This design comes from an exercise in tuning for a short achievable clock period and few clock cycles on the open sky130 flow, not from production work.
Function was checked by simulation only, so behaviour that the tests miss may differ from the original.
Power is estimated from default activity; no workload was simulated.

<file path="run.sh">
#!/bin/bash
# synth_recipe.tcl (not shown) runs the flow's synth.tcl, then flattens the netlist and writes it again
# the make line also repeats each setting of config.mk as NAME=value (left out here)
make -C /OpenROAD-flow-scripts/flow DESIGN_CONFIG=/design/flow/config.mk WORK_HOME=/design/flow/orfs CLKGATE_MAP_FILE= SYNTH_SCRIPT=/design/flow/synth_recipe.tcl finish
</file>
<file path="config.mk">
export PLATFORM = sky130hd
export DESIGN_NAME = riscv_core
export DESIGN_NICKNAME = riscv_core
export VERILOG_FILES = /design/flow/design.v
export SDC_FILE = /design/flow/constraint.sdc
export NUM_CORES = 4
export LEC_CHECK = 0
export ABC_CLOCK_PERIOD_IN_PS = 2500
export CAP_MARGIN = 20
export CORE_MARGIN = 2
export CORE_UTILIZATION = 40
export GPL_TIMING_DRIVEN = 1
export SETUP_SLACK_MARGIN = 3.5
export SLEW_MARGIN = 20
</file>
<file path="constraint.sdc">
create_clock -name core_clock -period 6.0 [get_ports {clk}]
set_input_delay 1.2000 -clock core_clock [delete_from_list [all_inputs] [get_ports {clk}]]
set_output_delay 1.2000 -clock core_clock [all_outputs]
set_load 0.01 [all_outputs]
</file>
<file path="design.v">
`timescale 1ns/10ps
package riscv_pkg;
    localparam int xlen       = 32;
    localparam int reg_addr_w = 5;
    localparam int num_regs   = 32;
    localparam logic [6:0] op_reg   = 7'b0110011;
    localparam logic [6:0] op_imm   = 7'b0010011;
    localparam logic [6:0] op_load  = 7'b0000011;
    localparam logic [6:0] op_store = 7'b0100011;
    localparam logic [6:0] op_lui   = 7'b0110111;
    typedef logic [xlen-1:0]       word_t;
    typedef logic [reg_addr_w-1:0] reg_idx_t;
    localparam int sel_add  = 0;    
    localparam int sel_sub  = 1;
    localparam int sel_slt  = 2;
    localparam int sel_sltu = 3;
    localparam int sel_xor  = 4;
    localparam int sel_or   = 5;
    localparam int sel_and  = 6;
    localparam int sel_sll  = 7;
    localparam int sel_sr   = 8;    
    localparam int num_sel  = 9;
endpackage
`timescale 1ns/10ps
module fetch_stage (
    input  logic                          clk,
    input  logic                          rst,
    input  logic                          stall,
    output riscv_pkg::word_t              imem_addr,
    input  riscv_pkg::word_t              imem_data,
    output riscv_pkg::reg_idx_t           d_rs1,
    output riscv_pkg::reg_idx_t           d_rs2,
    output logic [riscv_pkg::num_regs-1:1] d_rs1_oh,
    output logic [riscv_pkg::num_regs-1:1] d_rs2_oh,
    output riscv_pkg::reg_idx_t           d_rd,
    output logic                          d_use_rs1,
    output logic                          d_use_rs2,
    output logic                          d_use_imm,
    output riscv_pkg::word_t              d_imm,
    output logic                          d_reg_write,
    output logic                          d_load,
    output logic                          d_store,
    output logic                          d_sub,
    output logic                          d_arith,
    output logic [riscv_pkg::num_sel-1:0] d_sel
);
    logic [29:0] pc;
    assign imem_addr = {pc, 2'b00};
    always_ff @(posedge clk or posedge rst) begin
        if (rst) begin
            pc <= '0;
        end else if (!stall) begin
            pc <= pc + 30'd1;
        end
    end
    logic [6:0] opcode;
    logic [2:0] f3;
    logic       is_reg, is_imm, is_load, is_store, is_lui, is_alu;
    logic       alt;
    riscv_pkg::word_t imm;
    logic [riscv_pkg::num_sel-1:0] sel;
    assign opcode   = imem_data[6:0];
    assign f3       = imem_data[14:12];
    assign is_reg   = (opcode == riscv_pkg::op_reg);
    assign is_imm   = (opcode == riscv_pkg::op_imm);
    assign is_load  = (opcode == riscv_pkg::op_load);
    assign is_store = (opcode == riscv_pkg::op_store);
    assign is_lui   = (opcode == riscv_pkg::op_lui);
    assign is_alu   = is_reg || is_imm;
    assign alt      = imem_data[30] && (is_reg || (f3 == 3'b101));
    always_comb begin
        if (is_lui)        imm = {imem_data[31:12], 12'b0};
        else if (is_store) imm = {{20{imem_data[31]}}, imem_data[31:25], imem_data[11:7]};
        else               imm = {{20{imem_data[31]}}, imem_data[31:20]};
    end
    always_comb begin
        sel = '0;
        if (is_alu) begin
            case (f3)
                3'b000: if (alt) sel[riscv_pkg::sel_sub] = 1'b1;
                        else     sel[riscv_pkg::sel_add] = 1'b1;
                3'b001: sel[riscv_pkg::sel_sll]  = 1'b1;
                3'b010: sel[riscv_pkg::sel_slt]  = 1'b1;
                3'b011: sel[riscv_pkg::sel_sltu] = 1'b1;
                3'b100: sel[riscv_pkg::sel_xor]  = 1'b1;
                3'b101: sel[riscv_pkg::sel_sr]   = 1'b1;
                3'b110: sel[riscv_pkg::sel_or]   = 1'b1;
                default: sel[riscv_pkg::sel_and] = 1'b1;
            endcase
        end else begin
            sel[riscv_pkg::sel_add] = 1'b1;
        end
    end
    riscv_pkg::reg_idx_t rs1, rs2;
    logic [riscv_pkg::num_regs-1:1] rs1_oh, rs2_oh;
    assign rs1 = (is_alu || is_load || is_store) ? imem_data[19:15] : 5'd0;
    assign rs2 = (is_reg || is_store) ? imem_data[24:20] : 5'd0;
    always_comb begin
        for (int r = 1; r < riscv_pkg::num_regs; r++) begin
            rs1_oh[r] = (rs1 == 5'(r));
            rs2_oh[r] = (rs2 == 5'(r));
        end
    end
    always_ff @(posedge clk or posedge rst) begin
        if (rst) begin
            d_reg_write <= 1'b0;
            d_load      <= 1'b0;
            d_store     <= 1'b0;
        end else if (!stall) begin
            d_reg_write <= (is_alu || is_lui || is_load) && (imem_data[11:7] != '0);
            d_load      <= is_load;
            d_store     <= is_store;
        end
    end
    always_ff @(posedge clk) begin
        if (!stall) begin
            d_use_rs1 <= is_alu || is_load || is_store;
            d_use_rs2 <= is_reg || is_store;
            d_rs1     <= rs1;
            d_rs2     <= rs2;
            d_rs1_oh  <= rs1_oh;
            d_rs2_oh  <= rs2_oh;
            d_rd      <= imem_data[11:7];
            d_use_imm <= !is_reg;
            d_imm     <= imm;
            d_sub     <= is_reg ? (f3 == 3'b000 ? alt : (f3 == 3'b010 || f3 == 3'b011))
                                : (is_imm && (f3 == 3'b010 || f3 == 3'b011));
            d_arith   <= alt;
            d_sel     <= sel;
        end
    end
endmodule
`timescale 1ns/10ps
module reg_file (
    input  logic                 clk,
    input  logic                 rst,
    input  logic [riscv_pkg::num_regs-1:1] rsel1,
    input  logic [riscv_pkg::num_regs-1:1] rsel2,
    output riscv_pkg::word_t     rdata1,
    output riscv_pkg::word_t     rdata2,
    input  logic                 we,
    input  riscv_pkg::reg_idx_t  waddr,
    input  riscv_pkg::word_t     wdata
);
    riscv_pkg::word_t regs [1:riscv_pkg::num_regs-1];
    always_ff @(posedge clk or posedge rst) begin
        if (rst) begin
            for (int r = 1; r < riscv_pkg::num_regs; r++) begin
                regs[r] <= '0;
            end
        end else if (we) begin
            regs[waddr] <= wdata;
        end
    end
    always_comb begin
        rdata1 = '0;
        rdata2 = '0;
        for (int r = 1; r < riscv_pkg::num_regs; r++) begin
            rdata1 = rdata1 | ({riscv_pkg::xlen{rsel1[r]}} & regs[r]);
            rdata2 = rdata2 | ({riscv_pkg::xlen{rsel2[r]}} & regs[r]);
        end
    end
endmodule
`timescale 1ns/10ps
module operand_bypass (
    input  riscv_pkg::reg_idx_t  src_idx,
    input  riscv_pkg::word_t     reg_value,
    input  logic                 wb_write,
    input  riscv_pkg::reg_idx_t  wb_rd,
    input  riscv_pkg::word_t     wb_value,
    output riscv_pkg::word_t     operand
);
    assign operand = (wb_write && (wb_rd == src_idx)) ? wb_value : reg_value;
endmodule
`timescale 1ns/10ps
module decode_stage (
    input  logic                          clk,
    input  logic                          rst,
    input  riscv_pkg::reg_idx_t           d_rs1,
    input  riscv_pkg::reg_idx_t           d_rs2,
    input  logic [riscv_pkg::num_regs-1:1] d_rs1_oh,
    input  logic [riscv_pkg::num_regs-1:1] d_rs2_oh,
    input  riscv_pkg::reg_idx_t           d_rd,
    input  logic                          d_use_rs1,
    input  logic                          d_use_rs2,
    input  logic                          d_use_imm,
    input  riscv_pkg::word_t              d_imm,
    input  logic                          d_reg_write,
    input  logic                          d_load,
    input  logic                          d_store,
    input  logic                          d_sub,
    input  logic                          d_arith,
    input  logic [riscv_pkg::num_sel-1:0] d_sel,
    input  logic                          wb_write,
    input  riscv_pkg::reg_idx_t           wb_rd,
    input  riscv_pkg::word_t              wb_value,
    input  logic                          y_reg_write,
    input  riscv_pkg::reg_idx_t           y_rd,
    output logic                          stall,
    output riscv_pkg::word_t              x_a,
    output riscv_pkg::word_t              x_b,
    output riscv_pkg::word_t              x_s,
    output logic                          x_a_fwd_p,
    output logic                          x_a_fwd_n,
    output logic                          x_a_reg,
    output logic                          x_b_fwd,
    output logic                          x_b_reg,
    output logic                          x_fwd_s,
    output logic                          x_fwd_s2,
    output riscv_pkg::reg_idx_t           x_rd,
    output logic                          x_reg_write,
    output logic                          x_load,
    output logic                          x_store,
    output logic                          x_sub,
    output logic                          x_arith,
    output logic [riscv_pkg::num_sel-1:0] x_sel
);
    riscv_pkg::word_t rf1, rf2;
    riscv_pkg::word_t src1, src2;
    logic             hit1, hit2;
    reg_file i_reg_file (
        .clk    (clk),
        .rst    (rst),
        .rsel1  (d_rs1_oh),
        .rsel2  (d_rs2_oh),
        .rdata1 (rf1),
        .rdata2 (rf2),
        .we     (wb_write),
        .waddr  (wb_rd),
        .wdata  (wb_value)
    );
    operand_bypass i_byp1 (
        .src_idx   (d_rs1),
        .reg_value (rf1),
        .wb_write  (wb_write),
        .wb_rd     (wb_rd),
        .wb_value  (wb_value),
        .operand   (src1)
    );
    operand_bypass i_byp2 (
        .src_idx   (d_rs2),
        .reg_value (rf2),
        .wb_write  (wb_write),
        .wb_rd     (wb_rd),
        .wb_value  (wb_value),
        .operand   (src2)
    );
    logic hit1_x, hit2_x, hit1_y, hit2_y;
    assign hit1_x = x_reg_write && (x_rd == d_rs1);
    assign hit2_x = x_reg_write && (x_rd == d_rs2);
    assign hit1_y = y_reg_write && (y_rd == d_rs1);
    assign hit2_y = y_reg_write && (y_rd == d_rs2);
    assign stall = hit1_x || (hit2_x && !d_use_imm);
    always_ff @(posedge clk or posedge rst) begin
        if (rst) begin
            x_reg_write <= 1'b0;
            x_load      <= 1'b0;
            x_store     <= 1'b0;
        end else begin
            x_reg_write <= d_reg_write && !stall;
            x_load      <= d_load && !stall;
            x_store     <= d_store && !stall;
        end
    end
    always_ff @(posedge clk) begin
        x_a       <= d_sub ? ~src1 : src1;
        x_b       <= d_use_imm ? d_imm : src2;
        x_s       <= src2;
        x_a_fwd_p <= hit1_y && !d_sub;
        x_a_fwd_n <= hit1_y && d_sub;
        x_a_reg   <= !hit1_y;
        x_b_fwd   <= hit2_y && !d_use_imm;
        x_b_reg   <= !(hit2_y && !d_use_imm);
        x_fwd_s   <= hit2_y && !hit2_x;
        x_fwd_s2  <= hit2_x;
        x_rd      <= d_rd;
        x_sub     <= d_sub;
        x_arith   <= d_arith;
        x_sel     <= d_sel;
    end
endmodule
`timescale 1ns/10ps
module execute_stage (
    input  logic                          clk,
    input  logic                          rst,
    input  riscv_pkg::word_t              x_a,
    input  riscv_pkg::word_t              x_b,
    input  riscv_pkg::word_t              x_s,
    input  logic                          x_a_fwd_p,
    input  logic                          x_a_fwd_n,
    input  logic                          x_a_reg,
    input  logic                          x_b_fwd,
    input  logic                          x_b_reg,
    input  logic                          x_fwd_s,
    input  logic                          x_fwd_s2,
    input  riscv_pkg::reg_idx_t           x_rd,
    input  logic                          x_reg_write,
    input  logic                          x_load,
    input  logic                          x_store,
    input  logic                          x_arith,
    input  logic [riscv_pkg::num_sel-1:0] x_sel,
    input  riscv_pkg::word_t              wb_value,
    output logic                          y_reg_write,
    output riscv_pkg::reg_idx_t           y_rd,
    output riscv_pkg::word_t              m_res,
    output riscv_pkg::word_t              m_addr,
    output riscv_pkg::word_t              m_sdata,
    output riscv_pkg::reg_idx_t           m_rd,
    output logic                          m_reg_write,
    output logic                          m_load_sel,
    output logic                          m_read,
    output logic                          m_write
);
    riscv_pkg::word_t a, b, s;
    riscv_pkg::word_t p, g;
    riscv_pkg::word_t gg [0:2];
    riscv_pkg::word_t pp [0:2];
    riscv_pkg::word_t sll1, sr1;
    logic [4:0]       shamt;
    riscv_pkg::word_t other;
    assign a = ({32{x_a_fwd_p}} & wb_value) | ({32{x_a_fwd_n}} & ~wb_value) | ({32{x_a_reg}} & x_a);
    assign b = ({32{x_b_fwd}} & wb_value) | ({32{x_b_reg}} & x_b);
    assign s = x_fwd_s ? wb_value : x_s;
    assign p = a ^ b;
    assign g = a & b;
    assign gg[0] = g;
    assign pp[0] = p;
    for (genvar l = 0; l < 2; l++) begin : g_lvl1
        for (genvar i = 0; i < 32; i++) begin : g_bit
            if (i >= (1 << l)) begin : g_op
                assign gg[l+1][i] = gg[l][i] | (pp[l][i] & gg[l][i - (1 << l)]);
                assign pp[l+1][i] = pp[l][i] & pp[l][i - (1 << l)];
            end else begin : g_pass
                assign gg[l+1][i] = gg[l][i];
                assign pp[l+1][i] = pp[l][i];
            end
        end
    end
    assign shamt = b[4:0];
    assign sll1 = a << shamt[1:0];
    assign sr1  = riscv_pkg::word_t'($signed({x_arith & a[31], a}) >>> shamt[1:0]);
    assign other = ({32{x_sel[riscv_pkg::sel_xor]}} & p)
                 | ({32{x_sel[riscv_pkg::sel_or]}}  & (a | b))
                 | ({32{x_sel[riscv_pkg::sel_and]}} & g);
    riscv_pkg::word_t y_p, y_g, y_t, y_other, y_s;
    riscv_pkg::word_t y_sll, y_sr;
    logic [4:2]       y_shamt;
    logic             y_sel_sll, y_sel_sr, y_sign;
    logic             y_a31, y_b31;
    logic             y_add, y_sub, y_slt, y_sltu;
    logic             y_load, y_store, y_fwd_s;
    always_ff @(posedge clk or posedge rst) begin
        if (rst) begin
            y_reg_write <= 1'b0;
            y_load      <= 1'b0;
            y_store     <= 1'b0;
        end else begin
            y_reg_write <= x_reg_write;
            y_load      <= x_load;
            y_store     <= x_store;
        end
    end
    always_ff @(posedge clk) begin
        y_p     <= p;
        y_g     <= gg[2];
        y_t     <= pp[2];
        y_sll   <= sll1;
        y_sr    <= sr1;
        y_shamt <= shamt[4:2];
        y_sign  <= x_arith & a[31];
        y_sel_sll <= x_sel[riscv_pkg::sel_sll];
        y_sel_sr  <= x_sel[riscv_pkg::sel_sr];
        y_other <= other;
        y_s     <= s;
        y_fwd_s <= x_fwd_s2;
        y_a31   <= a[31];
        y_b31   <= b[31];
        y_add   <= x_sel[riscv_pkg::sel_add];
        y_sub   <= x_sel[riscv_pkg::sel_sub];
        y_slt   <= x_sel[riscv_pkg::sel_slt];
        y_sltu  <= x_sel[riscv_pkg::sel_sltu];
        y_rd    <= x_rd;
    end
    riscv_pkg::word_t gg3, pp3, gg4, pp4, gg5;
    riscv_pkg::word_t sll, sr;
    riscv_pkg::word_t sum;
    logic             lt_s, lt_u;
    riscv_pkg::word_t result;
    for (genvar i = 0; i < 32; i++) begin : g_lvl2
        if (i >= 4) begin : g_op3
            assign gg3[i] = y_g[i] | (y_t[i] & y_g[i - 4]);
            assign pp3[i] = y_t[i] & y_t[i - 4];
        end else begin : g_pass3
            assign gg3[i] = y_g[i];
            assign pp3[i] = y_t[i];
        end
        if (i >= 8) begin : g_op4
            assign gg4[i] = gg3[i] | (pp3[i] & gg3[i - 8]);
            assign pp4[i] = pp3[i] & pp3[i - 8];
        end else begin : g_pass4
            assign gg4[i] = gg3[i];
            assign pp4[i] = pp3[i];
        end
        if (i >= 16) begin : g_op5
            assign gg5[i] = gg4[i] | (pp4[i] & gg4[i - 16]);
        end else begin : g_pass5
            assign gg5[i] = gg4[i];
        end
    end
    assign sum  = y_p ^ {gg5[30:0], 1'b0};
    assign lt_u = gg5[31];
    assign lt_s = (y_a31 == y_b31) ? !y_a31 : !sum[31];
    assign sll = y_sll << {y_shamt, 2'b00};
    assign sr  = riscv_pkg::word_t'($signed({y_sign, y_sr}) >>> {y_shamt, 2'b00});
    always_comb begin
        result = ({32{y_add}} & sum)
               | ({32{y_sub}} & ~sum)
               | ({32{y_sel_sll}} & sll)
               | ({32{y_sel_sr}}  & sr)
               | y_other;
        result[0] = result[0] | (y_slt & lt_s) | (y_sltu & lt_u);
    end
    always_ff @(posedge clk or posedge rst) begin
        if (rst) begin
            m_reg_write <= 1'b0;
            m_read      <= 1'b0;
            m_write     <= 1'b0;
        end else begin
            m_reg_write <= y_reg_write;
            m_read      <= y_load;
            m_write     <= y_store;
        end
    end
    always_ff @(posedge clk) begin
        m_res      <= result;
        m_rd       <= y_rd;
        m_load_sel <= y_load;
        m_addr     <= sum;
    end
    always_ff @(posedge clk) begin
        if (y_store) begin
            m_sdata <= y_fwd_s ? wb_value : y_s;
        end
    end
endmodule
`timescale 1ns/10ps
module mem_wb_stage (
    input  riscv_pkg::word_t     m_res,
    input  riscv_pkg::word_t     m_addr,
    input  riscv_pkg::word_t     m_sdata,
    input  logic                 m_load_sel,
    input  logic                 m_read,
    input  logic                 m_write,
    output logic                 dmem_read,
    output logic                 dmem_write,
    output riscv_pkg::word_t     dmem_addr,
    output riscv_pkg::word_t     dmem_wdata,
    input  riscv_pkg::word_t     dmem_rdata,
    output riscv_pkg::word_t     wb_value
);
    assign dmem_read  = m_read;
    assign dmem_write = m_write;
    assign dmem_addr  = m_addr;
    assign dmem_wdata = m_sdata;
    assign wb_value = m_load_sel ? dmem_rdata : m_res;
endmodule
`timescale 1ns/10ps
module riscv_core (
    input  logic              clk,
    input  logic              rst,
    output riscv_pkg::word_t  imem_addr,
    input  riscv_pkg::word_t  imem_data,
    output logic              dmem_read,
    output logic              dmem_write,
    output riscv_pkg::word_t  dmem_addr,
    output riscv_pkg::word_t  dmem_wdata,
    input  riscv_pkg::word_t  dmem_rdata
);
    logic                          stall;
    riscv_pkg::reg_idx_t           d_rs1, d_rs2, d_rd;
    logic [riscv_pkg::num_regs-1:1] d_rs1_oh, d_rs2_oh;
    logic                          d_use_rs1, d_use_rs2, d_use_imm;
    riscv_pkg::word_t              d_imm;
    logic                          d_reg_write, d_load, d_store, d_sub, d_arith;
    logic [riscv_pkg::num_sel-1:0] d_sel;
    riscv_pkg::word_t              x_a, x_b, x_s;
    logic                          x_a_fwd_p, x_a_fwd_n, x_a_reg, x_b_fwd, x_b_reg, x_fwd_s, x_fwd_s2;
    logic                          y_reg_write;
    riscv_pkg::reg_idx_t           y_rd;
    riscv_pkg::reg_idx_t           x_rd;
    logic                          x_reg_write, x_load, x_store, x_sub, x_arith;
    logic [riscv_pkg::num_sel-1:0] x_sel;
    riscv_pkg::word_t              m_res, m_addr, m_sdata;
    riscv_pkg::reg_idx_t           m_rd;
    logic                          m_reg_write, m_load_sel, m_read, m_write;
    riscv_pkg::word_t              wb_value;
    fetch_stage i_fetch (
        .clk         (clk),
        .rst         (rst),
        .stall       (stall),
        .imem_addr   (imem_addr),
        .imem_data   (imem_data),
        .d_rs1       (d_rs1),
        .d_rs2       (d_rs2),
        .d_rs1_oh    (d_rs1_oh),
        .d_rs2_oh    (d_rs2_oh),
        .d_rd        (d_rd),
        .d_use_rs1   (d_use_rs1),
        .d_use_rs2   (d_use_rs2),
        .d_use_imm   (d_use_imm),
        .d_imm       (d_imm),
        .d_reg_write (d_reg_write),
        .d_load      (d_load),
        .d_store     (d_store),
        .d_sub       (d_sub),
        .d_arith     (d_arith),
        .d_sel       (d_sel)
    );
    decode_stage i_decode (
        .clk         (clk),
        .rst         (rst),
        .d_rs1       (d_rs1),
        .d_rs2       (d_rs2),
        .d_rs1_oh    (d_rs1_oh),
        .d_rs2_oh    (d_rs2_oh),
        .d_rd        (d_rd),
        .d_use_rs1   (d_use_rs1),
        .d_use_rs2   (d_use_rs2),
        .d_use_imm   (d_use_imm),
        .d_imm       (d_imm),
        .d_reg_write (d_reg_write),
        .d_load      (d_load),
        .d_store     (d_store),
        .d_sub       (d_sub),
        .d_arith     (d_arith),
        .d_sel       (d_sel),
        .wb_write    (m_reg_write),
        .wb_rd       (m_rd),
        .wb_value    (wb_value),
        .y_reg_write (y_reg_write),
        .y_rd        (y_rd),
        .stall       (stall),
        .x_a         (x_a),
        .x_b         (x_b),
        .x_s         (x_s),
        .x_a_fwd_p   (x_a_fwd_p),
        .x_a_fwd_n   (x_a_fwd_n),
        .x_a_reg     (x_a_reg),
        .x_b_fwd     (x_b_fwd),
        .x_b_reg     (x_b_reg),
        .x_fwd_s     (x_fwd_s),
        .x_fwd_s2    (x_fwd_s2),
        .x_rd        (x_rd),
        .x_reg_write (x_reg_write),
        .x_load      (x_load),
        .x_store     (x_store),
        .x_sub       (x_sub),
        .x_arith     (x_arith),
        .x_sel       (x_sel)
    );
    execute_stage i_execute (
        .clk         (clk),
        .rst         (rst),
        .x_a         (x_a),
        .x_b         (x_b),
        .x_s         (x_s),
        .x_a_fwd_p   (x_a_fwd_p),
        .x_a_fwd_n   (x_a_fwd_n),
        .x_a_reg     (x_a_reg),
        .x_b_fwd     (x_b_fwd),
        .x_b_reg     (x_b_reg),
        .x_fwd_s     (x_fwd_s),
        .x_fwd_s2    (x_fwd_s2),
        .x_rd        (x_rd),
        .x_reg_write (x_reg_write),
        .x_load      (x_load),
        .x_store     (x_store),
        .x_arith     (x_arith),
        .x_sel       (x_sel),
        .wb_value    (wb_value),
        .y_reg_write (y_reg_write),
        .y_rd        (y_rd),
        .m_res       (m_res),
        .m_addr      (m_addr),
        .m_sdata     (m_sdata),
        .m_rd        (m_rd),
        .m_reg_write (m_reg_write),
        .m_load_sel  (m_load_sel),
        .m_read      (m_read),
        .m_write     (m_write)
    );
    mem_wb_stage i_mem_wb (
        .m_res       (m_res),
        .m_addr      (m_addr),
        .m_sdata     (m_sdata),
        .m_load_sel  (m_load_sel),
        .m_read      (m_read),
        .m_write     (m_write),
        .dmem_read   (dmem_read),
        .dmem_write  (dmem_write),
        .dmem_addr   (dmem_addr),
        .dmem_wdata  (dmem_wdata),
        .dmem_rdata  (dmem_rdata),
        .wb_value    (wb_value)
    );
endmodule
</file>
==> metrics.md, run 1 <==
| Metric | Value |
|---|---|
| Half-perimeter wire length after placement | `between 200 and 250 mm` |
| Max Cap Viol | `0` |
| Maximum level of the CTS H-tree | `4` |
| FFs w/ async S/R, synth | `64.10%` |
| Worst Hold Class | `register to register` |
| Hold slack final | `roughly 0.33 ns` |
| Max FFs per register | `992` |
| CTS root buffer | `clkbuf_16` |
| Maximum vdd drop | `0.0002373 V` |
| Arrival time worst endpoint | `between 3 and 4 ns` |
| RSZ-0062 raised after global routing | `true` |
| Worst setup SP type | `register` |
| Number of flops mapped to enable cells by yosys | `153` |
| Layout area overhead | `22.46%` |
| Crit path largest cell delay | `0.72 ns` |
| Dominant cells by area after synthesis | `dfrtp_1 36%, dfxtp_1 12%, edfxtp_1 6.5%` |
| Largest net degree at the start of global routing | `150` |
| Total Neg Setup Slack | `0 ns` |
| Crit. End Element | `register` |
| Worst Path Max Fanout | `14` |
| Combinational power share | `a little under an eighth` |
| Clock tree buffer depth | `3` |
| Pre-CTS setup slack | `roughly 2.0 ns` |
| Worst slew margin | `15.02%` |
| Filler instances | `roughly 16000` |
| Count of different cell masters after synthesis | `64` |
| Mapped Cells | `7158` |
| GP Congestion | `1.013` |
| Avg Inst Size Synth | `9.935 µm²` |
| TritonCTS clock tree | `done` |
| Final setup fails | `0` |
| Synthesized flop and latch total | `1613` |
| Worst-path cell chain | `buf_4, a22o_1, a221oi_1, nand4_1, nor3_4, a21oi_1, xnor2_1` |
| Vias per cell | `roughly 7.0` |
| Status | `timing/DRC/antenna clean` |
| Core box area | `176300 µm²` |
| Tcrit/Tclk final | `46.48%` |
| Height of the die | `425.7 µm` |
| Total CTS buffers | `169` |
| Cell Area, Synth | `71120 µm²` |
| Synth area leader | `dfrtp_1` |
| Drt first pass iters | `13` |
| Utilization after layout | `49.40%` |
| Slew @ Worst Pin | `1.250 ns` |
| Die ar. | `181200 µm²` |
| Reg clk slew, reported paths | `0.06 ns` |
| Cell area power density | `300.7 nW/µm²` |
| Die width | `roughly 430 µm` |
| CP Class | `register to register` |
| All-Layer GR Usage | `about two fifths` |
| Switching Power | `7.294 mW` |
| Share of cells above drive strength 1 | `approximately 18%` |
| Routed len/inst | `~37 µm` |
| Internal Power | `18.90 mW` |
| Port Buffer Count | `161` |
| Post-synth top area share | `between 30% and 40%` |
| Leakage Power | `34.66 nW` |
| Max Clock Skew | `0.04242 ns` |
| Final Max Tran Viols | `0` |
| Flop pwr share | `45.9%` |
| Ys Warns | `7` |
| Multi-input gate area | `around 32000 µm²` |
| Crit path time final | `2.789 ns` |
| Number of global-route vias before repair | `62330` |
| Remaining routing DRC violations | `0` |
| Sequential standard cell area | `slightly below 40000 µm²` |
| CP max stage cell | `nor3_4` |
| Vias after detailed routing | `slightly below 70000` |
| Fin nets | `7491` |
| GRT overflow | `0` |
| Routed Antenna Nets | `0` |
| Final hold viol count | `0` |
| TritonCTS sink count | `1613` |
| Initial antenna violation count | `31` |
| Clock Power Share | `between 40% and 50%` |
| DR iter-0 viols | `12420` |
| Critical Path RT | `around 6.7 ns` |
| Clock latency on the worst-skew pair | `0.88 ns` |
| Num rows | `154` |
| Ys flop type | `dfrtp_1` |
| Post-route setup slack | `~3.2 ns` |
| Initial Utilization | `around two fifths` |
| Boundary pin count | `164` |
| Routed WL | `367.7 mm` |
| Fmax | `358.6 MHz` |
| Sw Share | `27.85%` |
| First-pass GRT wire length | `494.6 mm` |
| Part of the Yosys area used for sequential elements | `between 50% and 60%` |
## repair_timing
action | in CTS | in global routing
pin swaps | 49 | 72
endpoints found under the setup margin | 1419 | 605
hold buffers | 0 | 0
setup buffers | 135 | 99
resized for setup | 801 | 328
cloned | 31 | 14
## through the flow
step / area [µm²] / cells / total power [mW]
floorplan: 71240 / 7159 / 13.47
global placement: 75710 / 9245 / 14.63
detailed placement: 75730 / 9246 / 14.68
CTS: 84540 / 9717 / 25.78
global route: 87020 / 9838 / 26.77
finish: 87090 / 9867 / 26.19
## critical path, delay by kind of cell, from the launching register on
family / cells / cell delay (ns)
buffers and inverters: 1 / 0.37
DFF: 1 / 0.56
xor gates and xnor gates: 1 / 0.16
and+or+nand+nor: 2 / 0.95
AOI/OAI and AO/OA: 3 / 0.60
## final cells by class
type | count | area share (%)
antenna | 34 | 0.09770
inverter | 84 | 0.3922
clock buffer | 246 | 5.747
timing repair buffer | 631 | 7.592
tap | 2340 | 3.362
sequential | 1613 | 44.85
timing repair inverter | 1 | 0.005747
multi-input combinational | 4859 | 37.09
clock inverter | 59 | 0.8620
## synthesized netlist by cell type, drive strengths merged (6+ instances only)
| master | instances |
|---|---|
| a222oi | 64 |
| a21oi | 876 |
| nor2b | 31 |
| inv | 82 |
| a221oi | 361 |
| a211oi | 26 |
| dfrtp | 1034 |
| mux2i | 138 |
| dfxtp | 426 |
| nand3 | 57 |
| nand2 | 526 |
| mux2 | 85 |
| edfxtp | 153 |
| clkbuf | 554 |
| a21o | 27 |
| o2111ai | 8 |
| o21bai | 7 |
| xnor2 | 63 |
| and2 | 45 |
| nand4 | 167 |
| nand2b | 16 |
| and3 | 17 |
| a31oi | 6 |
| ha | 66 |
| nor3 | 105 |
| buf | 74 |
| mux4 | 13 |
| a22oi | 287 |
| a22o | 352 |
| o21ai | 485 |
| xor2 | 59 |
| nor4 | 10 |
| nand3b | 6 |
| nor2 | 892 |
## logic make-up after synthesis
logic type | count (synthesis) | share of synthesized area [%]
adder cells (fa/ha/maj) | 66 | 1.161
AO/OA/AOI/OAI | 2521 | 23.49
other | 1 | 0.005273
multiplexers | 236 | 3.700
XOR/XNOR | 122 | 1.502
AND/OR/NAND/NOR | 1887 | 11.43
flip-flops | 1613 | 54.84
buffers and inverters | 712 | 3.872
## worst paths after layout
kind / slack, ns / end / cells after the start / start
min in group asynchronous: 1.32 / i_decode.i_reg_file.regs[17][21] / 3 / rst
hold / removal: 0.33 / i_execute.y_sel_sll / 0 / i_decode.x_sel[7]
max in group asynchronous: 3.79 / i_decode.i_reg_file.regs[21][2] / 3 / rst
setup reg to reg: 3.21 / i_decode.x_a[11] / 7 / i_fetch.d_rs1_oh[15]
setup / recovery: 3.21 / i_decode.x_a[11] / 7 / i_fetch.d_rs1_oh[15]
hold reg to reg: 0.33 / i_execute.y_sel_sll / 0 / i_decode.x_sel[7]
## power groups by stage
stage               combinational [mW]  clock (mW)  sequential, mW
floorplan                         1.46           0            12.0
global placement                  2.47           0            12.2
detailed placement                2.50           0            12.2
CTS                               2.76        11.0            12.0
global route                      3.21        11.5            12.1
finish                            3.10        11.1            12.0
## cell usage in the layout (no fill, tap or decap), drive strengths merged, types with 38 or more instances in the layout
cell	synthesis	final
nor3	105	105
nand3	57	60
clkdlybuf4s50	0	38
nand4	167	167
ha	66	66
mux2	85	85
mux2i	138	149
a21oi	876	876
dfxtp	426	426
a221oi	361	361
xnor2	63	63
o21ai	485	485
nand2	526	526
inv	82	87
a22o	352	354
clkbuf	554	258
xor2	59	59
a222oi	64	64
buf	74	553
edfxtp	153	153
dfrtp	1034	1034
a22oi	287	287
nor2	892	897
and2	45	45
## routing by layer
metal / share of wire (%) / vias to the layer above / global-route usage, %
met5: 0.26 / - / 2.275
met4: 9.2 / 40 / 25.54
met3: 17 / 2026 / 18.77
met2: 38 / 6683 / 50.17
met1: 36 / 33240 / 50.36
li1: - / 26850 / -
Testbench counts, summed over its fixed seeds: cycles 13,073.
==> inputs of run 2 (changes only) <==
--- a/design.v
+++ b/design.v
@@ -30,8 +30,10 @@
     input  riscv_pkg::word_t              imem_data,
     output riscv_pkg::reg_idx_t           d_rs1,
     output riscv_pkg::reg_idx_t           d_rs2,
-    output logic [riscv_pkg::num_regs-1:1] d_rs1_oh,
-    output logic [riscv_pkg::num_regs-1:1] d_rs2_oh,
+    output logic [riscv_pkg::num_regs-1:1] d_rs1_oh_lo,
+    output logic [riscv_pkg::num_regs-1:1] d_rs2_oh_lo,
+    output logic [riscv_pkg::num_regs-1:1] d_rs1_oh_hi,
+    output logic [riscv_pkg::num_regs-1:1] d_rs2_oh_hi,
     output riscv_pkg::reg_idx_t           d_rd,
     output logic                          d_use_rs1,
     output logic                          d_use_rs2,
@@ -106,7 +108,11 @@
             d_reg_write <= 1'b0;
             d_load      <= 1'b0;
             d_store     <= 1'b0;
+            d_rs1_oh_hi <= '0;
+            d_rs2_oh_hi <= '0;
         end else if (!stall) begin
+            d_rs1_oh_hi <= rs1_oh;
+            d_rs2_oh_hi <= rs2_oh;
             d_reg_write <= (is_alu || is_lui || is_load) && (imem_data[11:7] != '0);
             d_load      <= is_load;
             d_store     <= is_store;
@@ -118,8 +124,8 @@
             d_use_rs2 <= is_reg || is_store;
             d_rs1     <= rs1;
             d_rs2     <= rs2;
-            d_rs1_oh  <= rs1_oh;
-            d_rs2_oh  <= rs2_oh;
+            d_rs1_oh_lo <= rs1_oh;
+            d_rs2_oh_lo <= rs2_oh;
             d_rd      <= imem_data[11:7];
             d_use_imm <= !is_reg;
             d_imm     <= imm;
@@ -134,8 +140,10 @@
 module reg_file (
     input  logic                 clk,
     input  logic                 rst,
-    input  logic [riscv_pkg::num_regs-1:1] rsel1,
-    input  logic [riscv_pkg::num_regs-1:1] rsel2,
+    input  logic [riscv_pkg::num_regs-1:1] rsel1_lo,
+    input  logic [riscv_pkg::num_regs-1:1] rsel2_lo,
+    input  logic [riscv_pkg::num_regs-1:1] rsel1_hi,
+    input  logic [riscv_pkg::num_regs-1:1] rsel2_hi,
     output riscv_pkg::word_t     rdata1,
     output riscv_pkg::word_t     rdata2,
     input  logic                 we,
@@ -156,8 +164,8 @@
         rdata1 = '0;
         rdata2 = '0;
         for (int r = 1; r < riscv_pkg::num_regs; r++) begin
-            rdata1 = rdata1 | ({riscv_pkg::xlen{rsel1[r]}} & regs[r]);
-            rdata2 = rdata2 | ({riscv_pkg::xlen{rsel2[r]}} & regs[r]);
+            rdata1 = rdata1 | ({{16{rsel1_hi[r]}}, {16{rsel1_lo[r]}}} & regs[r]);
+            rdata2 = rdata2 | ({{16{rsel2_hi[r]}}, {16{rsel2_lo[r]}}} & regs[r]);
         end
     end
 endmodule
@@ -178,8 +186,10 @@
     input  logic                          rst,
     input  riscv_pkg::reg_idx_t           d_rs1,
     input  riscv_pkg::reg_idx_t           d_rs2,
-    input  logic [riscv_pkg::num_regs-1:1] d_rs1_oh,
-    input  logic [riscv_pkg::num_regs-1:1] d_rs2_oh,
+    input  logic [riscv_pkg::num_regs-1:1] d_rs1_oh_lo,
+    input  logic [riscv_pkg::num_regs-1:1] d_rs2_oh_lo,
+    input  logic [riscv_pkg::num_regs-1:1] d_rs1_oh_hi,
+    input  logic [riscv_pkg::num_regs-1:1] d_rs2_oh_hi,
     input  riscv_pkg::reg_idx_t           d_rd,
     input  logic                          d_use_rs1,
     input  logic                          d_use_rs2,
@@ -221,8 +231,10 @@
     reg_file i_reg_file (
         .clk    (clk),
         .rst    (rst),
-        .rsel1  (d_rs1_oh),
-        .rsel2  (d_rs2_oh),
+        .rsel1_lo (d_rs1_oh_lo),
+        .rsel2_lo (d_rs2_oh_lo),
+        .rsel1_hi (d_rs1_oh_hi),
+        .rsel2_hi (d_rs2_oh_hi),
         .rdata1 (rf1),
         .rdata2 (rf2),
         .we     (wb_write),
@@ -313,8 +325,8 @@
 );
     riscv_pkg::word_t a, b, s;
     riscv_pkg::word_t p, g;
-    riscv_pkg::word_t gg [0:2];
-    riscv_pkg::word_t pp [0:2];
+    riscv_pkg::word_t gg [0:1];
+    riscv_pkg::word_t pp [0:1];
     riscv_pkg::word_t sll1, sr1;
     logic [4:0]       shamt;
     riscv_pkg::word_t other;
@@ -325,7 +337,7 @@
     assign g = a & b;
     assign gg[0] = g;
     assign pp[0] = p;
-    for (genvar l = 0; l < 2; l++) begin : g_lvl1
+    for (genvar l = 0; l < 1; l++) begin : g_lvl1
         for (genvar i = 0; i < 32; i++) begin : g_bit
             if (i >= (1 << l)) begin : g_op
                 assign gg[l+1][i] = gg[l][i] | (pp[l][i] & gg[l][i - (1 << l)]);
@@ -342,12 +354,13 @@
     assign other = ({32{x_sel[riscv_pkg::sel_xor]}} & p)
                  | ({32{x_sel[riscv_pkg::sel_or]}}  & (a | b))
                  | ({32{x_sel[riscv_pkg::sel_and]}} & g);
-    riscv_pkg::word_t y_p, y_g, y_t, y_other, y_s;
+    riscv_pkg::word_t y_p, y_pq, y_g, y_t, y_other, y_s;
+    logic             y_addsub;
     riscv_pkg::word_t y_sll, y_sr;
     logic [4:2]       y_shamt;
     logic             y_sel_sll, y_sel_sr, y_sign;
     logic             y_a31, y_b31;
-    logic             y_add, y_sub, y_slt, y_sltu;
+    logic             y_slt, y_sltu;
     logic             y_load, y_store, y_fwd_s;
     always_ff @(posedge clk or posedge rst) begin
         if (rst) begin
@@ -362,8 +375,10 @@
     end
     always_ff @(posedge clk) begin
         y_p     <= p;
-        y_g     <= gg[2];
-        y_t     <= pp[2];
+        y_pq    <= p ^ {32{x_sel[riscv_pkg::sel_sub]}};
+        y_addsub <= x_sel[riscv_pkg::sel_add] | x_sel[riscv_pkg::sel_sub];
+        y_g     <= gg[1];
+        y_t     <= pp[1];
         y_sll   <= sll1;
         y_sr    <= sr1;
         y_shamt <= shamt[4:2];
@@ -375,24 +390,29 @@
         y_fwd_s <= x_fwd_s2;
         y_a31   <= a[31];
         y_b31   <= b[31];
-        y_add   <= x_sel[riscv_pkg::sel_add];
-        y_sub   <= x_sel[riscv_pkg::sel_sub];
         y_slt   <= x_sel[riscv_pkg::sel_slt];
         y_sltu  <= x_sel[riscv_pkg::sel_sltu];
         y_rd    <= x_rd;
     end
-    riscv_pkg::word_t gg3, pp3, gg4, pp4, gg5;
+    riscv_pkg::word_t gg2, pp2, gg3, pp3, gg4, pp4, gg5;
     riscv_pkg::word_t sll, sr;
     riscv_pkg::word_t sum;
     logic             lt_s, lt_u;
     riscv_pkg::word_t result;
     for (genvar i = 0; i < 32; i++) begin : g_lvl2
+        if (i >= 2) begin : g_op2
+            assign gg2[i] = y_g[i] | (y_t[i] & y_g[i - 2]);
+            assign pp2[i] = y_t[i] & y_t[i - 2];
+        end else begin : g_pass2
+            assign gg2[i] = y_g[i];
+            assign pp2[i] = y_t[i];
+        end
         if (i >= 4) begin : g_op3
-            assign gg3[i] = y_g[i] | (y_t[i] & y_g[i - 4]);
-            assign pp3[i] = y_t[i] & y_t[i - 4];
+            assign gg3[i] = gg2[i] | (pp2[i] & gg2[i - 4]);
+            assign pp3[i] = pp2[i] & pp2[i - 4];
         end else begin : g_pass3
-            assign gg3[i] = y_g[i];
-            assign pp3[i] = y_t[i];
+            assign gg3[i] = gg2[i];
+            assign pp3[i] = pp2[i];
         end
         if (i >= 8) begin : g_op4
             assign gg4[i] = gg3[i] | (pp3[i] & gg3[i - 8]);
@@ -413,8 +433,7 @@
     assign sll = y_sll << {y_shamt, 2'b00};
     assign sr  = riscv_pkg::word_t'($signed({y_sign, y_sr}) >>> {y_shamt, 2'b00});
     always_comb begin
-        result = ({32{y_add}} & sum)
-               | ({32{y_sub}} & ~sum)
+        result = ({32{y_addsub}} & (y_pq ^ {gg5[30:0], 1'b0}))
                | ({32{y_sel_sll}} & sll)
                | ({32{y_sel_sr}}  & sr)
                | y_other;
@@ -438,9 +457,7 @@
         m_addr     <= sum;
     end
     always_ff @(posedge clk) begin
-        if (y_store) begin
-            m_sdata <= y_fwd_s ? wb_value : y_s;
-        end
+        m_sdata <= y_fwd_s ? wb_value : y_s;
     end
 endmodule
 `timescale 1ns/10ps
@@ -478,7 +495,7 @@
 );
     logic                          stall;
     riscv_pkg::reg_idx_t           d_rs1, d_rs2, d_rd;
-    logic [riscv_pkg::num_regs-1:1] d_rs1_oh, d_rs2_oh;
+    logic [riscv_pkg::num_regs-1:1] d_rs1_oh_lo, d_rs2_oh_lo, d_rs1_oh_hi, d_rs2_oh_hi;
     logic                          d_use_rs1, d_use_rs2, d_use_imm;
     riscv_pkg::word_t              d_imm;
     logic                          d_reg_write, d_load, d_store, d_sub, d_arith;
@@ -502,8 +519,10 @@
         .imem_data   (imem_data),
         .d_rs1       (d_rs1),
         .d_rs2       (d_rs2),
-        .d_rs1_oh    (d_rs1_oh),
-        .d_rs2_oh    (d_rs2_oh),
+        .d_rs1_oh_lo (d_rs1_oh_lo),
+        .d_rs2_oh_lo (d_rs2_oh_lo),
+        .d_rs1_oh_hi (d_rs1_oh_hi),
+        .d_rs2_oh_hi (d_rs2_oh_hi),
         .d_rd        (d_rd),
         .d_use_rs1   (d_use_rs1),
         .d_use_rs2   (d_use_rs2),
@@ -521,8 +540,10 @@
         .rst         (rst),
         .d_rs1       (d_rs1),
         .d_rs2       (d_rs2),
-        .d_rs1_oh    (d_rs1_oh),
-        .d_rs2_oh    (d_rs2_oh),
+        .d_rs1_oh_lo (d_rs1_oh_lo),
+        .d_rs2_oh_lo (d_rs2_oh_lo),
+        .d_rs1_oh_hi (d_rs1_oh_hi),
+        .d_rs2_oh_hi (d_rs2_oh_hi),
         .d_rd        (d_rd),
         .d_use_rs1   (d_use_rs1),
         .d_use_rs2   (d_use_rs2),
==> metrics.md, run 2 <==
| Metric | Value |
|---|---|
| Clock tree buffer depth | `3 (unchanged)` |
| Final Max Tran Viols | `0 (unchanged)` |
| Fmax | `368.0 MHz (+2.6%)` |
| Largest family of logic cells by synthesized area | `compound AO/OA/AOI/OAI gates` |
| All-Layer GR Usage | `36.64% (-2.1 points)` |
| Max Clock Skew | `0.06889 ns (+0.02646 ns)` |
| Crit. End Element | `register` |
| GP Congestion | `0.9668 (-4.6%)` |
| Tcrit/Tclk final | `45.29% (-1.2 points)` |
| Clock latency on the worst-skew pair | `0.88 ns (about the same)` |
| Vias after detailed routing | `68720 (-0.18%)` |
| Crit path time final | `2.717 ns (-0.07148 ns)` |
| Drt first pass iters | `12 (-1)` |
| Post-synthesis mux area share | `4.077% (+0.38 points)` |
| Dominant cells by area after synthesis | `dfrtp_1 37%, dfxtp_1 13%, a221oi_1 5.8%` |
| TritonCTS clock tree | `done` |
| Worst setup SP type | `register` |
| Final setup fails | `0 (unchanged)` |
| Ys flop type | `dfrtp_1` |
| Boundary pin count | `164 (unchanged)` |
| GRT overflow | `0 (unchanged)` |
| Routed WL | `362.3 mm (-1.5%)` |
| Fin nets | `7637 (+1.9%)` |
| Synth area leader | `dfrtp_1` |
| Mapped Cells | `7353 (+2.7%)` |
| Share of cells above drive strength 1 | `18.42% (+0.71 points)` |
| Num rows | `158 (+2.6%)` |
| Leakage Power | `36.82 nW (+6.3%)` |
| Post-route setup slack | `3.283 ns (+0.07148 ns)` |
| Number of global-route vias before repair | `64430 (+3.4%)` |
| Post-synthesis xor/xnor area fraction | `2.074% (+0.57 points)` |
| Synth top cells by count | `1096 x dfrtp_1, 839 x nor2_1, 832 x a21oi_1, 611 x clkbuf_1, 537 x nand2_1` |
| Worst Hold Class | `register to register` |
| Most frequent cells in the layout | `1090 x dfrtp_1, 814 x nor2_1, 785 x a21oi_1` |
| Pre-CTS setup slack | `1.817 ns (-0.2229 ns)` |
| CP Class | `register to register` |
| DR iter-0 viols | `11410 (-8.1%)` |
| Initial Utilization | `40.17% (-0.17 points)` |
| First-pass GRT wire length | `497.0 mm (+0.49%)` |
| Synth Area in Simple Gates | `10.40% (-1.0 points)` |
| Synth Area in Compound Gates | `23.26% (-0.23 points)` |
| Avg Inst Size Synth | `10.11 µm² (+1.7%)` |
| FFs w/ async S/R, synth | `64.17% (+0.064 points)` |
| Initial antenna violation count | `18 (-42%)` |
| Vias per cell | `6.762 (-3.1%)` |
| Worst Path Max Fanout | `6 (-8)` |
| Critical Path RT | `6.74 ns (+0.02 ns)` |
| Largest net degree at the start of global routing | `108 (-28%)` |
| Maximum level of the CTS H-tree | `4 (unchanged)` |
| Worst slew margin | `20.11% (+5.1 points)` |
| Routed Antenna Nets | `0 (unchanged)` |
| Arrival time worst endpoint | `3.46 ns (-0.05 ns)` |
| Die ar. | `189300 µm² (+4.5%)` |
| Post-CTS Hold Buffers | `0 (unchanged)` |
| TritonCTS sink count | `1708 (+5.9%)` |
| Adder-cell share of the synthesized area | `1.111% (-0.050 points)` |
| Post-synth top area share | `36.90% (+0.52 points)` |
| Slew @ Worst Pin | `1.175 ns (-0.07482 ns)` |
| Commonest non-fill, non-tap cell in the layout | `dfrtp_1` |
| Reg clk slew, reported paths | `0.07 ns (about the same)` |
| Routed len/inst | `35.65 µm (-4.3%)` |
| RSZ-0062 raised after global routing | `true` |
| Most common cell in the netlist | `dfrtp_1` |
| Count of different cell masters after synthesis | `72 (+13%)` |
| Cell area power density | `299.6 nW/µm² (-0.36%)` |
| Total Neg Setup Slack | `0 ns (unchanged)` |
| Max FFs per register | `992 (unchanged)` |
| Final hold viol count | `0 (unchanged)` |
| Number of flops mapped to enable cells by yosys | `121 (-21%)` |
| Die width | `435.1 µm (+2.2%)` |
| Synthesized flop and latch total | `1708 (+5.9%)` |
| Height of the die | `435.1 µm (+2.2%)` |
| Total CTS buffers | `180 (+6.5%)` |
| Status | `timing/DRC/antenna clean` |
| Layout area overhead | `20.93%` |
| Part of the Yosys area used for sequential elements | `55.02% (+0.18 points)` |
| Max Cap Viol | `0 (unchanged)` |
| Remaining routing DRC violations | `0 (unchanged)` |
| Half-perimeter wire length after placement | `207.4 mm (+1.6%)` |
| Cell Area, Synth | `74320 µm² (+4.5%)` |
| CTS root buffer | `clkbuf_16` |
| Port Buffer Count | `161 (unchanged)` |
| Ys Warns | `7 (unchanged)` |
| Core box area | `185000 µm² (+5.0%)` |
| Maximum vdd drop | `0.0003318 V (+40%)` |
run 2: changes by cell type after synthesis, sizes merged, moves of 35 or more:
cell and change:
a22oi -259, a221oi +135, a22o +128, mux2 +73, dfxtp +65, dfrtp +62, clkbuf +57, nor2 -53
a21oi -42, a21o +35
run 2: metrics by stage:
stage                     util (%)  hold slack, ns  area [µm²]  power (mW)  instances
after floorplan                  -          0.3096       74340       13.96       7354
after global placement       42.72          0.3125       79040       15.03       9542
after detailed placement     42.77          0.3143       79130       15.08       9547
after CTS                    47.39          0.3264       87690       26.71      10040
after global routing         48.55          0.3286       89830       27.63      10140
final                        48.57          0.3164       89880       26.93      10160
run 2: layer usage:
metal  global-route usage [%]  wire [µm]  vias to the layer above
li1                         -          -                    27330
met1                    45.79     129000                    33180
met2                    50.78     144500                     6121
met3                    15.25      54530                     2063
met4                    26.10      33980                       26
met5                   0.2772        321                        -
run 2: power breakdown:
part,switching [mW],internal [mW]
registers,0.491,12.1
clock network,5.06,6.56
logic,1.73,0.973
run 2: cells by family (layout without fill, tap and decap cells):
kind of cell	after synthesis	after routing
AO/OA/AOI/OAI	2539	2540
XOR/XNOR	176	176
adder cells (fa/ha/maj)	66	66
buffers and inverters	783	1075
flip-flops	1708	1708
multiplexers	278	285
other	1	22
AND/OR/NAND/NOR	1802	1810
run 2: timing repair:
item / 4_1_cts / 5_1_grt
cloned: 18 / 11
endpoints found under the hold margin: 0 / 0
setup buffers: 133 / 93
setup endpoints to repair: 1653 / 792
resized for setup: 724 / 247
pin swaps: 28 / 36
run 2: final timing paths:
path	from	to	slack, ns	depth (start not counted)
max	i_fetch.d_rs2[1]	i_decode.x_b[4]	3.28	11
min	i_fetch.d_sel[2]	i_decode.x_sel[2]	0.32	0
max reg2reg	i_fetch.d_rs2[1]	i_decode.x_b[4]	3.28	11
min reg2reg	i_fetch.d_sel[2]	i_decode.x_sel[2]	0.32	0
max in group asynchronous	rst	i_decode.i_reg_file.regs[23][15]	3.68	4
min in group asynchronous	rst	i_decode.i_reg_file.regs[6][23]	0.87	2
run 2: layout make-up:
class	instances	area [µm²]
antenna	20	50.05
clock buffer	260	5235
clock inverter	79	902.1
fill	16880	95160
inverter	86	352.8
multi-input combinational	4879	32840
sequential	1708	40980
tap	2480	3103
timing repair buffer	650	6417
run 2: critical path, cell delays in order, from the launching register on:
cell and delay [ns]:
edfxtp_1 0.54, buf_6 0.20, xor2_4 0.19, nor4_4 0.07
and3_4 0.17, buf_12 0.13, buf_16 0.16, buf_12 0.16
clkbuf_16 0.18, nor3_4 0.41, a21oi_2 0.07, mux2_4 0.27
Testbench counts of run 2, summed over its fixed seeds: cycles 13,073.
==> inputs of run 3 (changes only) <==
--- a/design.v
+++ b/design.v
@@ -205,17 +205,15 @@
     input  riscv_pkg::reg_idx_t           wb_rd,
     input  riscv_pkg::word_t              wb_value,
     input  logic                          y_reg_write,
+    input  logic                          y_load,
     input  riscv_pkg::reg_idx_t           y_rd,
     output logic                          stall,
     output riscv_pkg::word_t              x_a,
     output riscv_pkg::word_t              x_b,
     output riscv_pkg::word_t              x_s,
-    output logic                          x_a_fwd_p,
-    output logic                          x_a_fwd_n,
-    output logic                          x_a_reg,
-    output logic                          x_b_fwd,
-    output logic                          x_b_reg,
-    output logic                          x_fwd_s,
+    output logic [2:0]                    x_a_sel,
+    output logic [2:0]                    x_b_sel,
+    output logic [2:0]                    x_s_sel,
     output logic                          x_fwd_s2,
     output riscv_pkg::reg_idx_t           x_rd,
     output logic                          x_reg_write,
@@ -275,15 +273,12 @@
         end
     end
     always_ff @(posedge clk) begin
-        x_a       <= d_sub ? ~src1 : src1;
+        x_a       <= src1;
         x_b       <= d_use_imm ? d_imm : src2;
         x_s       <= src2;
-        x_a_fwd_p <= hit1_y && !d_sub;
-        x_a_fwd_n <= hit1_y && d_sub;
-        x_a_reg   <= !hit1_y;
-        x_b_fwd   <= hit2_y && !d_use_imm;
-        x_b_reg   <= !(hit2_y && !d_use_imm);
-        x_fwd_s   <= hit2_y && !hit2_x;
+        x_a_sel   <= {!hit1_y, hit1_y && y_load, hit1_y && !y_load};
+        x_b_sel   <= {!(hit2_y && !d_use_imm), hit2_y && !d_use_imm && y_load, hit2_y && !d_use_imm && !y_load};
+        x_s_sel   <= {!(hit2_y && !hit2_x), hit2_y && !hit2_x && y_load, hit2_y && !hit2_x && !y_load};
         x_fwd_s2  <= hit2_x;
         x_rd      <= d_rd;
         x_sub     <= d_sub;
@@ -298,12 +293,10 @@
     input  riscv_pkg::word_t              x_a,
     input  riscv_pkg::word_t              x_b,
     input  riscv_pkg::word_t              x_s,
-    input  logic                          x_a_fwd_p,
-    input  logic                          x_a_fwd_n,
-    input  logic                          x_a_reg,
-    input  logic                          x_b_fwd,
-    input  logic                          x_b_reg,
-    input  logic                          x_fwd_s,
+    input  logic [2:0]                    x_a_sel,
+    input  logic [2:0]                    x_b_sel,
+    input  logic [2:0]                    x_s_sel,
+    input  logic                          x_sub,
     input  logic                          x_fwd_s2,
     input  riscv_pkg::reg_idx_t           x_rd,
     input  logic                          x_reg_write,
@@ -312,7 +305,9 @@
     input  logic                          x_arith,
     input  logic [riscv_pkg::num_sel-1:0] x_sel,
     input  riscv_pkg::word_t              wb_value,
+    input  riscv_pkg::word_t              dmem_rdata,
     output logic                          y_reg_write,
+    output logic                          y_load,
     output riscv_pkg::reg_idx_t           y_rd,
     output riscv_pkg::word_t              m_res,
     output riscv_pkg::word_t              m_addr,
@@ -323,18 +318,19 @@
     output logic                          m_read,
     output logic                          m_write
 );
-    riscv_pkg::word_t a, b, s;
+    riscv_pkg::word_t a, b, s, ax;
     riscv_pkg::word_t p, g;
     riscv_pkg::word_t gg [0:1];
     riscv_pkg::word_t pp [0:1];
     riscv_pkg::word_t sll1, sr1;
     logic [4:0]       shamt;
     riscv_pkg::word_t other;
-    assign a = ({32{x_a_fwd_p}} & wb_value) | ({32{x_a_fwd_n}} & ~wb_value) | ({32{x_a_reg}} & x_a);
-    assign b = ({32{x_b_fwd}} & wb_value) | ({32{x_b_reg}} & x_b);
-    assign s = x_fwd_s ? wb_value : x_s;
-    assign p = a ^ b;
-    assign g = a & b;
+    assign a = ({32{x_a_sel[0]}} & m_res) | ({32{x_a_sel[1]}} & dmem_rdata) | ({32{x_a_sel[2]}} & x_a);
+    assign b = ({32{x_b_sel[0]}} & m_res) | ({32{x_b_sel[1]}} & dmem_rdata) | ({32{x_b_sel[2]}} & x_b);
+    assign s = ({32{x_s_sel[0]}} & m_res) | ({32{x_s_sel[1]}} & dmem_rdata) | ({32{x_s_sel[2]}} & x_s);
+    assign ax = a ^ {32{x_sub}};
+    assign p = ax ^ b;
+    assign g = ax & b;
     assign gg[0] = g;
     assign pp[0] = p;
     for (genvar l = 0; l < 1; l++) begin : g_lvl1
@@ -351,9 +347,9 @@
     assign shamt = b[4:0];
     assign sll1 = a << shamt[1:0];
     assign sr1  = riscv_pkg::word_t'($signed({x_arith & a[31], a}) >>> shamt[1:0]);
-    assign other = ({32{x_sel[riscv_pkg::sel_xor]}} & p)
+    assign other = ({32{x_sel[riscv_pkg::sel_xor]}} & (a ^ b))
                  | ({32{x_sel[riscv_pkg::sel_or]}}  & (a | b))
-                 | ({32{x_sel[riscv_pkg::sel_and]}} & g);
+                 | ({32{x_sel[riscv_pkg::sel_and]}} & (a & b));
     riscv_pkg::word_t y_p, y_pq, y_g, y_t, y_other, y_s;
     logic             y_addsub;
     riscv_pkg::word_t y_sll, y_sr;
@@ -361,7 +357,7 @@
     logic             y_sel_sll, y_sel_sr, y_sign;
     logic             y_a31, y_b31;
     logic             y_slt, y_sltu;
-    logic             y_load, y_store, y_fwd_s;
+    logic             y_store, y_fwd_s;
     always_ff @(posedge clk or posedge rst) begin
         if (rst) begin
             y_reg_write <= 1'b0;
@@ -388,7 +384,7 @@
         y_other <= other;
         y_s     <= s;
         y_fwd_s <= x_fwd_s2;
-        y_a31   <= a[31];
+        y_a31   <= ax[31];
         y_b31   <= b[31];
         y_slt   <= x_sel[riscv_pkg::sel_slt];
         y_sltu  <= x_sel[riscv_pkg::sel_sltu];
@@ -501,8 +497,9 @@
     logic                          d_reg_write, d_load, d_store, d_sub, d_arith;
     logic [riscv_pkg::num_sel-1:0] d_sel;
     riscv_pkg::word_t              x_a, x_b, x_s;
-    logic                          x_a_fwd_p, x_a_fwd_n, x_a_reg, x_b_fwd, x_b_reg, x_fwd_s, x_fwd_s2;
-    logic                          y_reg_write;
+    logic [2:0]                    x_a_sel, x_b_sel, x_s_sel;
+    logic                          x_fwd_s2;
+    logic                          y_reg_write, y_load;
     riscv_pkg::reg_idx_t           y_rd;
     riscv_pkg::reg_idx_t           x_rd;
     logic                          x_reg_write, x_load, x_store, x_sub, x_arith;
@@ -559,17 +556,15 @@
         .wb_rd       (m_rd),
         .wb_value    (wb_value),
         .y_reg_write (y_reg_write),
+        .y_load      (y_load),
         .y_rd        (y_rd),
         .stall       (stall),
         .x_a         (x_a),
         .x_b         (x_b),
         .x_s         (x_s),
-        .x_a_fwd_p   (x_a_fwd_p),
-        .x_a_fwd_n   (x_a_fwd_n),
-        .x_a_reg     (x_a_reg),
-        .x_b_fwd     (x_b_fwd),
-        .x_b_reg     (x_b_reg),
-        .x_fwd_s     (x_fwd_s),
+        .x_a_sel     (x_a_sel),
+        .x_b_sel     (x_b_sel),
+        .x_s_sel     (x_s_sel),
         .x_fwd_s2    (x_fwd_s2),
         .x_rd        (x_rd),
         .x_reg_write (x_reg_write),
@@ -585,21 +580,21 @@
         .x_a         (x_a),
         .x_b         (x_b),
         .x_s         (x_s),
-        .x_a_fwd_p   (x_a_fwd_p),
-        .x_a_fwd_n   (x_a_fwd_n),
-        .x_a_reg     (x_a_reg),
-        .x_b_fwd     (x_b_fwd),
-        .x_b_reg     (x_b_reg),
-        .x_fwd_s     (x_fwd_s),
+        .x_a_sel     (x_a_sel),
+        .x_b_sel     (x_b_sel),
+        .x_s_sel     (x_s_sel),
         .x_fwd_s2    (x_fwd_s2),
         .x_rd        (x_rd),
         .x_reg_write (x_reg_write),
         .x_load      (x_load),
         .x_store     (x_store),
+        .x_sub       (x_sub),
         .x_arith     (x_arith),
         .x_sel       (x_sel),
         .wb_value    (wb_value),
+        .dmem_rdata  (dmem_rdata),
         .y_reg_write (y_reg_write),
+        .y_load      (y_load),
         .y_rd        (y_rd),
         .m_res       (m_res),
         .m_addr      (m_addr),
--- a/config.mk
+++ b/config.mk
@@ -7,8 +7,9 @@
 export LEC_CHECK = 0
 export ABC_CLOCK_PERIOD_IN_PS = 2500
 export CAP_MARGIN = 20
+export CELL_PAD_IN_SITES_DETAIL_PLACEMENT = 1
 export CORE_MARGIN = 2
-export CORE_UTILIZATION = 40
+export CORE_UTILIZATION = 35
 export GPL_TIMING_DRIVEN = 1
 export SETUP_SLACK_MARGIN = 3.5
 export SLEW_MARGIN = 20
==> metrics.md, run 3 <==
| Metric | Value |
|---|---|
| All-Layer GR Usage | `34.03% (-2.6 points)` |
| Crit path time final | `2.673 ns (-0.04436 ns)` |
| GRT Max-Usage Layer | `met2` |
| Cell area power density | `300.8 nW/µm² (+0.38%)` |
| CP Class | `input pin to register` |
| Half-perimeter wire length after placement | `217.8 mm (+5.0%)` |
| Fin cells | `10630 (+4.6%)` |
| Synth Area in Compound Gates | `23.43% (+0.17 points)` |
| Num rows | `169 (+7.0%)` |
| Avg Inst Size Synth | `9.904 µm² (-2.0%)` |
| GP Congestion | `0.9754 (+0.89%)` |
| Layout area overhead | `19.32%` |
| Core box area | `212100 µm² (+15%)` |
| Hold path start | `i_fetch.d_sel[4]` |
| RSZ-0062 raised after global routing | `true` |
| Post-CTS Hold Buffers | `0 (unchanged)` |
| Ys flop type | `dfrtp_1` |
| Top reg by flops | `i_decode.i_reg_file.regs` |
| Total CTS buffers | `178 (-1.1%)` |
| Met3 GRT Util | `16.01% (+0.76 points)` |
| Critical Path RT | `6.61 ns (-0.13 ns)` |
| Cell Area, Synth | `74740 µm² (+0.56%)` |
| Clock tree buffer depth | `3 (unchanged)` |
| Post-synthesis xor/xnor area fraction | `2.027% (-0.047 points)` |
| Maximum level of the CTS H-tree | `4 (unchanged)` |
| Largest family of logic cells by synthesized area | `compound AO/OA/AOI/OAI gates` |
| GRT overflow | `0 (unchanged)` |
| Commonest non-fill, non-tap cell in the layout | `dfrtp_1` |
| Routed Antenna Nets | `0 (unchanged)` |
| Part of the Yosys area used for sequential elements | `54.82% (-0.20 points)` |
| Max Cap Viol | `0 (unchanged)` |
| Fmax | `374.1 MHz (+1.7%)` |
| CTS root buffer | `clkbuf_16` |
| Post-synth top area share | `36.70% (-0.20 points)` |
| Most common cell in the netlist | `dfrtp_1` |
| Maximum vdd drop | `0.0003688 V (+11%)` |
| Clock latency on the worst-skew pair | `0.89 ns (about the same)` |
| Met1 Use GR | `40.29% (-5.5 points)` |
| Leakage Power | `36.88 nW (+0.16%)` |
| Mapped Cells | `7546 (+2.6%)` |
| Reg clk slew, reported paths | `0.06 ns (about the same)` |
| DR iter-0 viols | `12250 (+7.4%)` |
| TritonCTS clock tree | `done` |
| Boundary pin count | `164 (unchanged)` |
| Ys Warns | `7 (unchanged)` |
| Vias per cell | `6.826 (+0.94%)` |
| Tcrit/Tclk final | `44.55% (-0.74 points)` |
| Slew @ Worst Pin | `1.312 ns (+0.1365 ns)` |
| R2r startpoint | `i_fetch.d_rs1_oh_hi[28]` |
| Worst setup SP type | `input pin` |
| Worst slew margin | `12.56% (-7.5 points)` |
| Largest net degree at the start of global routing | `149 (+38%)` |
| Die ar. | `217200 µm² (+15%)` |
| Max FFs per register | `992 (unchanged)` |
| Number of global-route vias before repair | `71450 (+11%)` |
| Arrival time worst endpoint | `3.28 ns (-0.18 ns)` |
| Max Clock Skew | `0.06252 ns (-0.006368 ns)` |
| FFs w/ async S/R, synth | `64.02% (-0.15 points)` |
| Post-synthesis mux area share | `2.829% (-1.2 points)` |
| Crit. End Element | `register` |
| First-pass GRT wire length | `533.4 mm (+7.3%)` |
| M2 GR Usage | `47.82% (-3.0 points)` |
| Routed len/inst | `36.31 µm (+1.8%)` |
| Height of the die | `466.1 µm (+7.1%)` |
| Synth Area in Simple Gates | `11.03% (+0.63 points)` |
| Total power of the final layout | `26.82 mW (-0.41%)` |
| Routed WL | `385.9 mm (+6.5%)` |
| Worst Hold Class | `register to register` |
| Count of different cell masters after synthesis | `76 (+5.6%)` |
| Worst Path Max Fanout | `34 (+28)` |
| Status | `timing/DRC/antenna clean` |
| Filler instances | `23220 (+38%)` |
| TritonCTS sink count | `1712 (+0.23%)` |
| Remaining routing DRC violations | `0 (unchanged)` |
| Initial Utilization | `35.24% (-4.9 points)` |
| Number of flops mapped to enable cells by yosys | `121 (unchanged)` |
| Final Max Tran Viols | `0 (unchanged)` |
| Vias after detailed routing | `72540 (+5.6%)` |
| Synth area leader | `dfrtp_1` |
| Dominant cells by area after synthesis | `dfrtp_1 37%, dfxtp_1 13%, a21oi_1 5.4%` |
| Placed Cells incl. Taps | `10040 (+5.2%)` |
| Total Neg Setup Slack | `0 ns (unchanged)` |
| Drt first pass iters | `14 (+2)` |
| Multi-input gate area | `32350 µm² (-1.5%)` |
| Fin nets | `7795 (+2.1%)` |
| Die width | `466.1 µm (+7.1%)` |
| Port Buffer Count | `161 (unchanged)` |
| Synthesized flop and latch total | `1712 (+0.23%)` |
| Adder-cell share of the synthesized area | `1.641% (+0.53 points)` |
| Sequential standard cell area | `41120 µm² (+0.32%)` |
| Final hold viol count | `0 (unchanged)` |
| Initial antenna violation count | `33 (+15)` |
| Final setup fails | `0 (unchanged)` |
| Most frequent cells in the layout | `1083 x dfrtp_1, 805 x nor2_1, 792 x a21oi_1` |
| Share of cells above drive strength 1 | `15.21% (-3.2 points)` |
| Synth top cells by count | `1096 x dfrtp_1, 831 x nor2_1, 801 x a21oi_1, 693 x nand2_1, 646 x clkbuf_1` |
| Crit path from | `dmem_rdata[30]` |
run 3: cell types whose count changed in the layout (fill, tap and decap cells not counted), moves of 27 or more:
cell,delta
a21oi_2,-27
a221oi_1,-97
a222oi_1,+68
a22o_1,-126
a22oi_1,+227
buf_4,-29
ha_1,+49
inv_1,+53
mux2_2,-80
nand2_1,+145
o21ai_0,+36
run 3: layout make-up:
class	count	share of cell area, %
Clock buffer	267	5.938
Inverter	122	0.5753
Multi-Input combinational cell	5026	36.27
Clock inverter	66	0.7745
Timing Repair inverter	1	0.009822
Sequential cell	1712	46.11
Antenna cell	23	0.06454
Timing Repair Buffer	590	6.300
Tap cell	2821	3.958
run 3: repair_timing:
| action | 4_1_cts | 5_1_grt |
|---|---|---|
| cloned | 19 | 7 |
| gates resized for setup | 652 | 171 |
| pin swaps | 41 | 45 |
| setup buffers | 102 | 89 |
| setup endpoints to repair | 1503 | 750 |
| endpoints found under the hold margin | 0 | 0 |
run 3: where the power goes:
part	leakage [nW]	internal (mW)	switching [mW]
Clock	2.95	6.45	5.03
Sequential	15.9	12.1	0.578
Combinational	18.0	0.891	1.73
Total	36.9	19.5	7.34
run 3: worst max-delay path, cell delays in order:
cell             delay, ns
clkdlybuf4s50_1       0.60
mux2i_4               0.10
buf_4                 0.27
a21oi_1               1.08
run 3: per-stage QoR:
| stage | worst slack (ns) | area, µm² | hold slack, ns | utilization (%) |
|---|---|---|---|---|
| finish | 3.327 | 89170 | 0.3256 | 42.05 |
| global route | 3.311 | 89120 | 0.3321 | 42.02 |
| CTS | 3.253 | 87320 | 0.3280 | 41.17 |
| detailed placement | 2.075 | 79650 | 0.3135 | 37.55 |
| global placement | 2.100 | 79600 | 0.3115 | 37.53 |
| floorplan | -10.32 | 74750 | 0.3096 | - |
run 3: cells by family (layout without fill, tap and decap cells):
logic type,after synthesis,count (layout)
xor gates and xnor gates,173,173
DFF,1712,1712
adders and majority gates,98,98
muxes,198,209
and+or+nand+nor,1946,1952
buffers and inverters,826,1046
AOI/OAI and AO/OA,2592,2592
other,1,25
run 3: metal layers:
metal	up-vias	routed length, µm
met3	2394	57950
met1	36100	134000
met2	6238	156300
met5	-	640
met4	44	36940
li1	27770	-
run 3: worst paths after layout:
kind / depth (start not counted) / endpoint / slack [ns]
max in group asynchronous: 5 / i_execute.m_reg_write / 3.70
worst max register to register: 5 / i_decode.x_a[31] / 3.34
worst min-delay path: 0 / i_decode.x_sel[4] / 0.33
worst min register to register: 0 / i_decode.x_sel[4] / 0.33
worst max-delay path: 4 / i_execute.m_sdata[30] / 3.33
min in group asynchronous: 3 / i_decode.i_reg_file.regs[5][20] / 1.14
Testbench counts of run 3, summed over its fixed seeds: cycles 13,073.

afterwards: timing with drivers on the ports:
The flow's constraints put no driver on any port. The routed layouts listed below were extracted and timed again, unchanged, in two steps. Step 1 assumes that a clkbuf_16 drives the clock port and a buf_2 every other input. Step 2 adds t to the input delays and takes it off the output delays; t is the mean of the earliest and latest rising clock arrival at the registers after step 1. Input paths then give back, and output paths get back, about the clock's delay inside the block. a / b / c = ideal ports / drivers / drivers and shift; a / b = the first two.
| run | t (ns) | setup slack, ns | clock arrival spread, ns | cell pins on the clock port's net |
|---|---|---|---|---|
| run 1 | 0.942 | 3.211 / 3.211 / 2.618 | 0.058 / 0.058 | 1 |
| run 2 | 0.935 | 3.283 / 3.283 / 2.656 | 0.070 / 0.069 | 1 |
| run 3 | 0.964 | 3.327 / 3.228 / 2.413 | 0.074 / 0.074 | 1 |
After both steps setup and hold are still met in every run listed. For run 3, which loses most, drivers alone change the setup slack by -0.099 ns; drivers and shift together by -0.914 ns.
